Background: an optimization exercise with open tools, aiming at small area. Do not read the settings as production practice. Where RTL was checked, it was by simulation tests only, not by an equivalence proof against the original. Power is estimated from default activity; no workload was simulated.

== job 1122 ==
## ttl_pattern_gen
module ttl_pattern_gen #(
   parameter int CH_NUM  = 8,
   parameter int CNT_W   = 16,
   parameter int BURST_W = 8,
   parameter int LB_DLY  = 4
) (
   input  logic              CLK_40M,
   input  logic              RST,
   input  logic              CFG_WE,
   input  logic [3:0]        CFG_CH,
   input  logic [1:0]        CFG_ADDR,
   input  logic [CNT_W-1:0]  CFG_DATA,
   input  logic              START,
   input  logic              STOP,
   output logic [CH_NUM-1:0] OUT,
   output logic [CH_NUM-1:0] BUSY,
   output logic              DONE,
   input  logic [CH_NUM-1:0] RX,
   output logic [15:0]       ERR_CNT
);
Size: roughly 2900 cells after synthesis, about 1000 flip-flops, ~39000 um^2 of cells after synthesis.
Settings: LEC_CHECK=0, ABC_AREA=1, CAP_MARGIN=20, CORE_MARGIN=2, CORE_UTILIZATION=65, CTS_BUF_LIST=sky130_fd_sc_hd__clkbuf_16, CTS_CLUSTER_DIAMETER=70, CTS_CLUSTER_SIZE=32, SLEW_MARGIN=20; clock period 10.0 ns.
run.sh (not shown) runs the stock make flow with config.mk's settings and CLKGATE_MAP_FILE= SYNTH_SCRIPT=/design/flow/synth_recipe.tcl, a recipe that flattens the netlist after the stock synthesis.
Modified inputs, job 4514 compared to job 1122
Settings: CTS_CLUSTER_SIZE now 25, was 32; CORE_UTILIZATION now 60, was 65; CTS_CLUSTER_DIAMETER now 60, was 70.
==> flow/flow/run.sh (new file) <==
#!/bin/bash
# Own layout flow: the standard ORFS flow (standard.sh, with its standard synthesis), changed
# only in two make variables:
#  * CTS_ARGS: the same clock tree options the flow settings give, plus -dont_use_dummy_load;
#  * BUFFER_PORTS_ARGS: every input and output port still gets a buffer, the smallest one.
# The make output goes to flow_make.log; ORFS keeps each step's log under orfs/logs/.
set -euo pipefail
bash standard.sh \
  "CTS_ARGS=-sink_clustering_enable -repair_clock_nets -dont_use_dummy_load -buf_list sky130_fd_sc_hd__clkbuf_16 -sink_clustering_size 25 -sink_clustering_max_diameter 60" \
  "BUFFER_PORTS_ARGS=-buffer_cell sky130_fd_sc_hd__buf_1" \
  finish > flow_make.log 2>&1
==> flow/standard.sh (new file) <==
#!/bin/bash
# synth_recipe.tcl (not shown) runs the flow's synth.tcl, then flattens the netlist and writes it again
# the make line also repeats each setting of config.mk as NAME=value (left out here)
make -C /OpenROAD-flow-scripts/flow DESIGN_CONFIG=/design/flow/config.mk WORK_HOME=/design/flow/orfs CLKGATE_MAP_FILE= SYNTH_SCRIPT=/design/flow/synth_recipe.tcl "${@:-finish}"
removed: flow/run.sh
==> results.txt <==
Changes observed in job 4514 relative to job 1122: cell area -1.5%, power density normalized to cell area -3.3 nW/um^2, share of final layout cell area taken by non-clock buffers -0.96 points, area growth from synthesis to layout -1.7 points, final critical path time including I/O delays and setup +150 ps.
Diff job 4514..job 1122 | number of I/O pins | unchanged
#### Input delta (job 6788 over job 4514)
Settings: changing CTS_CLUSTER_DIAMETER from 60 to 45; changing CTS_BUF_LIST from sky130_fd_sc_hd__clkbuf_16 to sky130_fd_sc_hd__clkbuf_8; changing CTS_CLUSTER_SIZE from 25 to 16.
==> flow/run.sh (new file) <==
#!/bin/bash
# synth_recipe.tcl (not shown) runs the flow's synth.tcl, then flattens the netlist and writes it again
# the make line also repeats each setting of config.mk as NAME=value (left out here)
make -C /OpenROAD-flow-scripts/flow DESIGN_CONFIG=/design/flow/config.mk WORK_HOME=/design/flow/orfs CLKGATE_MAP_FILE= SYNTH_SCRIPT=/design/flow/synth_recipe.tcl finish
removed: flow/flow/run.sh
removed: flow/standard.sh
- Per the comparison of job 6788 with job 4514, number of nets at the end of the flow rose about 1.3%, met1 capacity usage during global routing higher, final-layout clock buffer total went up 54, final worst slack -43 ps, total half-perimeter wirelength after legalization and detailed placement +3.1%.
- Compared to job 4514, job 6788 has share of post-route cells with drive strength above 1 3.5 points higher.
- Compared with job 4514, job 6788 shows non-clock buffer contribution to total cell area higher by 0.82 points.
The following lists how job 3518 was set up differently from job 6788:
Settings: changing CTS_BUF_LIST from sky130_fd_sc_hd__clkbuf_8 to sky130_fd_sc_hd__clkbuf_4 sky130_fd_sc_hd__clkbuf_8; setting PLACE_DENSITY to 0.7 for the first time; changing CTS_CLUSTER_SIZE from 16 to 20; changing CORE_UTILIZATION from 60 to 50; removing CTS_CLUSTER_DIAMETER (formerly 45).
## What came out
- Required time at the endpoint of the critical path delta (job 6788 -> job 3518): insignificant
- The design area of job 3518 was inferior to that of job 6788.
- [job 3518 vs job 6788] routed via count divided by cell count: lower in job 3518
- Diff job 6788 -> job 3518 | wire length | decrease of 2.2%
No functional check of the RTL was part of any run of this note.

========
The RTL this note starts from:
==> flow/design.v <==
module ttl_pattern_gen #(
   parameter int CH_NUM  = 8,
   parameter int CNT_W   = 16,
   parameter int BURST_W = 8,
   parameter int LB_DLY  = 4
) (
   input  logic              CLK_40M,
   input  logic              RST,
   input  logic              CFG_WE,
   input  logic [3:0]        CFG_CH,
   input  logic [1:0]        CFG_ADDR,
   input  logic [CNT_W-1:0]  CFG_DATA,
   input  logic              START,
   input  logic              STOP,
   output logic [CH_NUM-1:0] OUT,
   output logic [CH_NUM-1:0] BUSY,
   output logic              DONE,
   input  logic [CH_NUM-1:0] RX,
   output logic [15:0]       ERR_CNT
);
   function automatic logic [CNT_W-1:0] inc_c(input logic [CNT_W-1:0] x);
      logic c;
      c = 1'b1;
      for (int b = 0; b < CNT_W; b++) begin
         inc_c[b] = x[b] ^ c;
         c        = c & x[b];
      end
   endfunction
   function automatic logic [BURST_W-1:0] inc_b(input logic [BURST_W-1:0] x, input logic ci);
      logic c;
      c = ci;
      for (int b = 0; b < BURST_W; b++) begin
         inc_b[b] = x[b] ^ c;
         c        = c & x[b];
      end
   endfunction
   logic [CNT_W-1:0]   data_neg;
   logic [BURST_W-1:0] data_negb;
   logic             data_nz;
   assign data_neg = inc_c(~CFG_DATA);
   assign data_nz  = |CFG_DATA;
   assign data_negb = data_neg[BURST_W-1:0];
   logic [CH_NUM-1:0] busy_q, busy_d;
   logic [CH_NUM-1:0] out_c;
   logic              done_q;
   for (genvar i = 0; i < CH_NUM; i++) begin : g_ch
      logic we_ch;
      assign we_ch = CFG_WE && (CFG_CH == 4'(i));
      logic [CNT_W-1:0]   per_sh;    
      logic [CNT_W-1:0]   wid_sh;    
      logic [CNT_W-1:0]   dneg_sh;   
      logic [BURST_W-1:0] bur_sh;    
      logic               pnz_sh;    
      logic               wv_sh;     
      logic               dnz_sh;    
      logic we_p, we_w, we_b, we_d;
      assign we_p = we_ch && CFG_ADDR == 2'd0;
      assign we_w = we_ch && CFG_ADDR == 2'd1;
      assign we_b = we_ch && CFG_ADDR == 2'd2;
      assign we_d = we_ch && CFG_ADDR == 2'd3;
      logic [CNT_W-1:0]   per_sh_d, wid_sh_d, dneg_sh_d;
      logic [BURST_W-1:0] bur_sh_d;
      patgen_ao22 #(CNT_W)   u_per_sh (.s1(we_p), .a(CFG_DATA), .s0(!we_p), .b(per_sh), .y(per_sh_d));
      patgen_ao22 #(CNT_W)   u_wid_sh (.s1(we_w), .a(CFG_DATA), .s0(!we_w), .b(wid_sh), .y(wid_sh_d));
      patgen_ao22 #(CNT_W)   u_dly_sh (.s1(we_d), .a(data_neg), .s0(!we_d), .b(dneg_sh), .y(dneg_sh_d));
      patgen_ao22 #(BURST_W) u_bur_sh (.s1(we_b), .a(data_negb), .s0(!we_b), .b(bur_sh),
                                       .y(bur_sh_d));
      always_ff @(posedge CLK_40M) begin
         per_sh  <= per_sh_d;
         wid_sh  <= wid_sh_d;
         dneg_sh <= dneg_sh_d;
      end
      always_ff @(posedge CLK_40M or posedge RST) begin
         if (RST) begin
            bur_sh <= '0;
            pnz_sh <= 1'b0;
            wv_sh  <= 1'b0;
            dnz_sh <= 1'b0;
         end else begin
            bur_sh <= bur_sh_d;
            if (we_p) pnz_sh <= data_nz;
            if (we_w) wv_sh  <= 1'b1;
            if (we_d) dnz_sh <= data_nz;
         end
      end
      logic [CNT_W-1:0]   k_q, k_d, k_inc;
      logic [CNT_W-1:0]   per_q, wid_q;
      logic [BURST_W-1:0] brem_q;
      logic               dly_q, f_q;
      logic               eop, last, at_w;
      assign k_inc = inc_c(k_q);
      assign eop   = !dly_q && (k_inc == per_q);
      assign at_w  = (k_q == wid_q);
      assign last  = &brem_q;
      logic [CNT_W-1:0]   per_d, wid_d;
      logic [BURST_W-1:0] brem_d;
      logic               brem_inc;
      assign brem_inc = eop && brem_q != '0;
      patgen_ao22 #(CNT_W) u_k (.s1(START && dnz_sh), .a(dneg_sh), .s0(!START && !eop), .b(k_inc),
                                .y(k_d));
      patgen_ao22 #(CNT_W) u_per (.s1(START), .a(per_sh), .s0(!START), .b(per_q), .y(per_d));
      patgen_ao22 #(CNT_W) u_wid (.s1(START && wv_sh), .a(wid_sh), .s0(!START), .b(wid_q), .y(wid_d));
      patgen_ao22 #(BURST_W) u_brem (.s1(START), .a(bur_sh), .s0(!START), .b(inc_b(brem_q, brem_inc)),
                                     .y(brem_d));
      always_comb begin
         if (STOP) busy_d[i] = 1'b0;
         else if (START) busy_d[i] = pnz_sh;
         else busy_d[i] = busy_q[i] && !(eop && last);
      end
      always_ff @(posedge CLK_40M) begin
         k_q    <= k_d;
         per_q  <= per_d;
         wid_q  <= wid_d;
         brem_q <= brem_d;
         f_q <= !(START || dly_q || eop) && (f_q || at_w);
         if (START) begin
            dly_q  <= dnz_sh;
         end else if (dly_q && k_q == '1) begin
            dly_q <= 1'b0;
         end
      end
      assign out_c[i] = busy_q[i] && !dly_q && !f_q && !at_w && !eop;
   end
   always_ff @(posedge CLK_40M or posedge RST) begin
      if (RST) begin
         busy_q <= '0;
         done_q <= 1'b0;
      end else begin
         busy_q <= busy_d;
         done_q <= (|busy_q) && !(|busy_d) && !STOP && !START;
      end
   end
   assign OUT  = out_c;
   assign BUSY = busy_q;
   assign DONE = done_q;
   logic [CH_NUM-1:0] pipe_q [LB_DLY];
   logic [CH_NUM-1:0] mis;
   logic [15:0]       err_q;
   logic [3:0]        nmis;
   logic [15:0]       err_sum;
   logic              err_co;
   function automatic logic [1:0] fadd(input logic a, input logic b, input logic c);
      fadd = {(a & b) | (a & c) | (b & c), a ^ b ^ c};
   endfunction
   logic [1:0] s0, s1, s2, s3, s4, s5;
   always_comb begin
      mis  = (RX ^ pipe_q[LB_DLY-1]) & busy_q;
      s0   = fadd(mis[0], mis[1], mis[2]);
      s1   = fadd(mis[3], mis[4], mis[5]);
      s2   = {mis[6] & mis[7], mis[6] ^ mis[7]};
      s3   = fadd(s0[0], s1[0], s2[0]);
      s4   = fadd(s0[1], s1[1], s2[1]);
      s5   = {s4[0] & s3[1], s4[0] ^ s3[1]};
      nmis = {s4[1] & s5[1], s4[1] ^ s5[1], s5[0], s3[0]};
   end
   always_comb begin
      logic c;
      logic [1:0] fa;
      c = 1'b0;
      for (int b = 0; b < 16; b++) begin
         if (b < 4) begin
            fa = fadd(err_q[b], nmis[b], c);
            err_sum[b] = fa[0];
            c = fa[1];
         end else begin
            err_sum[b] = err_q[b] ^ c;
            c = c & err_q[b];
         end
      end
      err_co = c;
   end
   always_ff @(posedge CLK_40M or posedge RST) begin
      if (RST) begin
         for (int k = 0; k < LB_DLY; k++) pipe_q[k] <= '0;
         err_q <= '0;
      end else begin
         pipe_q[0] <= out_c;
         for (int k = 1; k < LB_DLY; k++) pipe_q[k] <= pipe_q[k-1];
         if (START) err_q <= '0;
         else err_q <= err_co ? 16'hFFFF : err_sum;
      end
   end
   assign ERR_CNT = err_q;
endmodule
module patgen_ao22 #(
   parameter int W = 1
) (
   input  logic         s1,
   input  logic [W-1:0] a,
   input  logic         s0,
   input  logic [W-1:0] b,
   output logic [W-1:0] y
);
   assign y = ({W{s1}} & a) | ({W{s0}} & b);
endmodule
==> flow/config.mk <==
export PLATFORM = sky130hd
export DESIGN_NAME = ttl_pattern_gen
export DESIGN_NICKNAME = ttl_pattern_gen
export VERILOG_FILES = /design/flow/design.v
export SDC_FILE = /design/flow/constraint.sdc
export NUM_CORES = 4
export LEC_CHECK = 0
export ABC_AREA = 1
export CAP_MARGIN = 20
export CORE_MARGIN = 2
export CORE_UTILIZATION = 70
export CTS_BUF_LIST = sky130_fd_sc_hd__clkbuf_16
export CTS_CLUSTER_DIAMETER = 70
export CTS_CLUSTER_SIZE = 30
export GPL_TIMING_DRIVEN = 0
export SLEW_MARGIN = 20
export SYNTH_HIERARCHICAL = 1
==> flow/constraint.sdc <==
create_clock -name core_clock -period 10.0 [get_ports {CLK_40M}]
set_input_delay 2.0000 -clock core_clock [delete_from_list [all_inputs] [get_ports {CLK_40M}]]
set_output_delay 2.0000 -clock core_clock [all_outputs]
set_load 0.01 [all_outputs]
standard.sh (not shown) runs the stock make flow with config.mk's settings and CLKGATE_MAP_FILE= SYNTH_SCRIPT=/design/flow/synth_recipe.tcl, a recipe that flattens the netlist after the stock synthesis.
==> flow/flow/run.sh <==
#!/bin/bash
# Own layout flow: the standard ORFS flow (standard.sh) with three changes, all passed as
# make variables:
#  * SCRIPTS_DIR: a copy of ORFS's scripts in which abc_area.script maps the logic with ABC's
#    area-oriented mapper (amap) instead of its delay-oriented one; everything else, including
#    the flip-flop mapping, is ORFS's own;
#  * CTS_ARGS: the clock tree options the flow settings give, plus -dont_use_dummy_load;
#  * BUFFER_PORTS_ARGS: every input and output port still gets a buffer, the smallest one.
# The make output goes to flow_make.log here; ORFS keeps each step's log under orfs/logs/.
set -euo pipefail
rm -rf scripts_amap
cp -r "$FLOW_HOME/scripts" scripts_amap
cp flow/abc_area.script scripts_amap/abc_area.script
bash standard.sh \
  "SCRIPTS_DIR=$PWD/scripts_amap" \
  "CTS_ARGS=-sink_clustering_enable -repair_clock_nets -dont_use_dummy_load -buf_list sky130_fd_sc_hd__clkbuf_16 -sink_clustering_size 30 -sink_clustering_max_diameter 70" \
  "BUFFER_PORTS_ARGS=-buffer_cell sky130_fd_sc_hd__buf_1" \
  finish > flow_make.log 2>&1
==> flow/flow/abc_area.script <==
strash
ifraig
dc2
dch -f
amap -F 2 -A 8
topo
dnsize -c
The starting point ran to the end with no violations.
Edit:
--- a/flow/flow/run.sh
+++ b/flow/flow/run.sh
@@ -16 +16 @@
-  "CTS_ARGS=-sink_clustering_enable -repair_clock_nets -dont_use_dummy_load -buf_list sky130_fd_sc_hd__clkbuf_16 -sink_clustering_size 30 -sink_clustering_max_diameter 70" \
+  "CTS_ARGS=-sink_clustering_enable -repair_clock_nets -dont_use_dummy_load -buf_list sky130_fd_sc_hd__clkbuf_16 -sink_clustering_size 40 -sink_clustering_max_diameter 55" \
- CORE_UTILIZATION: 70 -> 80
- CTS_CLUSTER_DIAMETER: 70 -> 55
- CTS_CLUSTER_SIZE: 30 -> 40
- GPL_TIMING_DRIVEN: 0 -> unset
After rerunning:
- The changed run passed the timing, design-rule and antenna checks
- clock-buffer cell count rises by 5
- die area falls by 12%
- design area falls by about 0.9%
- utilization rises by 9.8 points
- routed wire length rises by 5.1%
- total power rises by 1.7%
- area after synthesis does not change
Edit:
--- a/flow/flow/run.sh
+++ b/flow/flow/run.sh
@@ -16 +16 @@
-  "CTS_ARGS=-sink_clustering_enable -repair_clock_nets -dont_use_dummy_load -buf_list sky130_fd_sc_hd__clkbuf_16 -sink_clustering_size 40 -sink_clustering_max_diameter 55" \
+  "CTS_ARGS=-sink_clustering_enable -repair_clock_nets -dont_use_dummy_load -buf_list sky130_fd_sc_hd__clkbuf_16 -sink_clustering_size 30 -sink_clustering_max_diameter 70" \
- CORE_UTILIZATION: 80 -> 70
- CTS_CLUSTER_DIAMETER: 55 -> 70
- CTS_CLUSTER_SIZE: 40 -> 30
The changed run finished with timing, DRC and antenna clean.
Die area grows by about a fifth.
Power fell by a few percent.
Final cell count increases slightly.
Area after synthesis is unchanged.

==> port drivers added, routing unchanged <==
The results above use ideal ports. As a check the final layouts listed here were re-extracted and re-timed, cells and wires unchanged.
Step 1 assumes that a clkbuf_16 drives the clock port and a buf_2 every other input.
Step 2, shift: input delay + t, output delay - t, t = (earliest + latest rising clock arrival at the registers) / 2. This alone moves slack from input paths to output paths.
Slacks: no drivers / after step 1 / after step 2; pairs: no drivers / after step 1.
run | t, ns | slack for setup (ns) | worst setup path after step 2 | slew at the worst register clock pin (ns)
job 1122 | 0.702 | 2.597 / 2.639 / 1.938 | input to register | 0.12 / 0.12
job 4514 | 0.695 | 2.450 / 2.489 / 1.794 | input to register | 0.10 / 0.10
job 6788 | 0.805 | 2.407 / 2.451 / 1.646 | input to register | 0.10 / 0.10
job 3518 | 0.861 | 2.513 / 2.560 / 1.699 | input to register | 0.07 / 0.07
the first run of note 2 | 0.669 | 2.100 / 2.036 / 2.132 | input to register | 0.11 / 0.11
the second run of note 2 | 0.684 | 2.211 / 2.149 / 1.747 | input to register | 0.12 / 0.12
the third run of note 2 | 0.674 | 2.315 / 2.247 / 2.069 | input to register | 0.11 / 0.11
After both steps every run listed still meets setup and hold. For job 3518, which loses most, drivers alone change the setup slack by +0.047 ns; drivers and shift together by -0.814 ns.
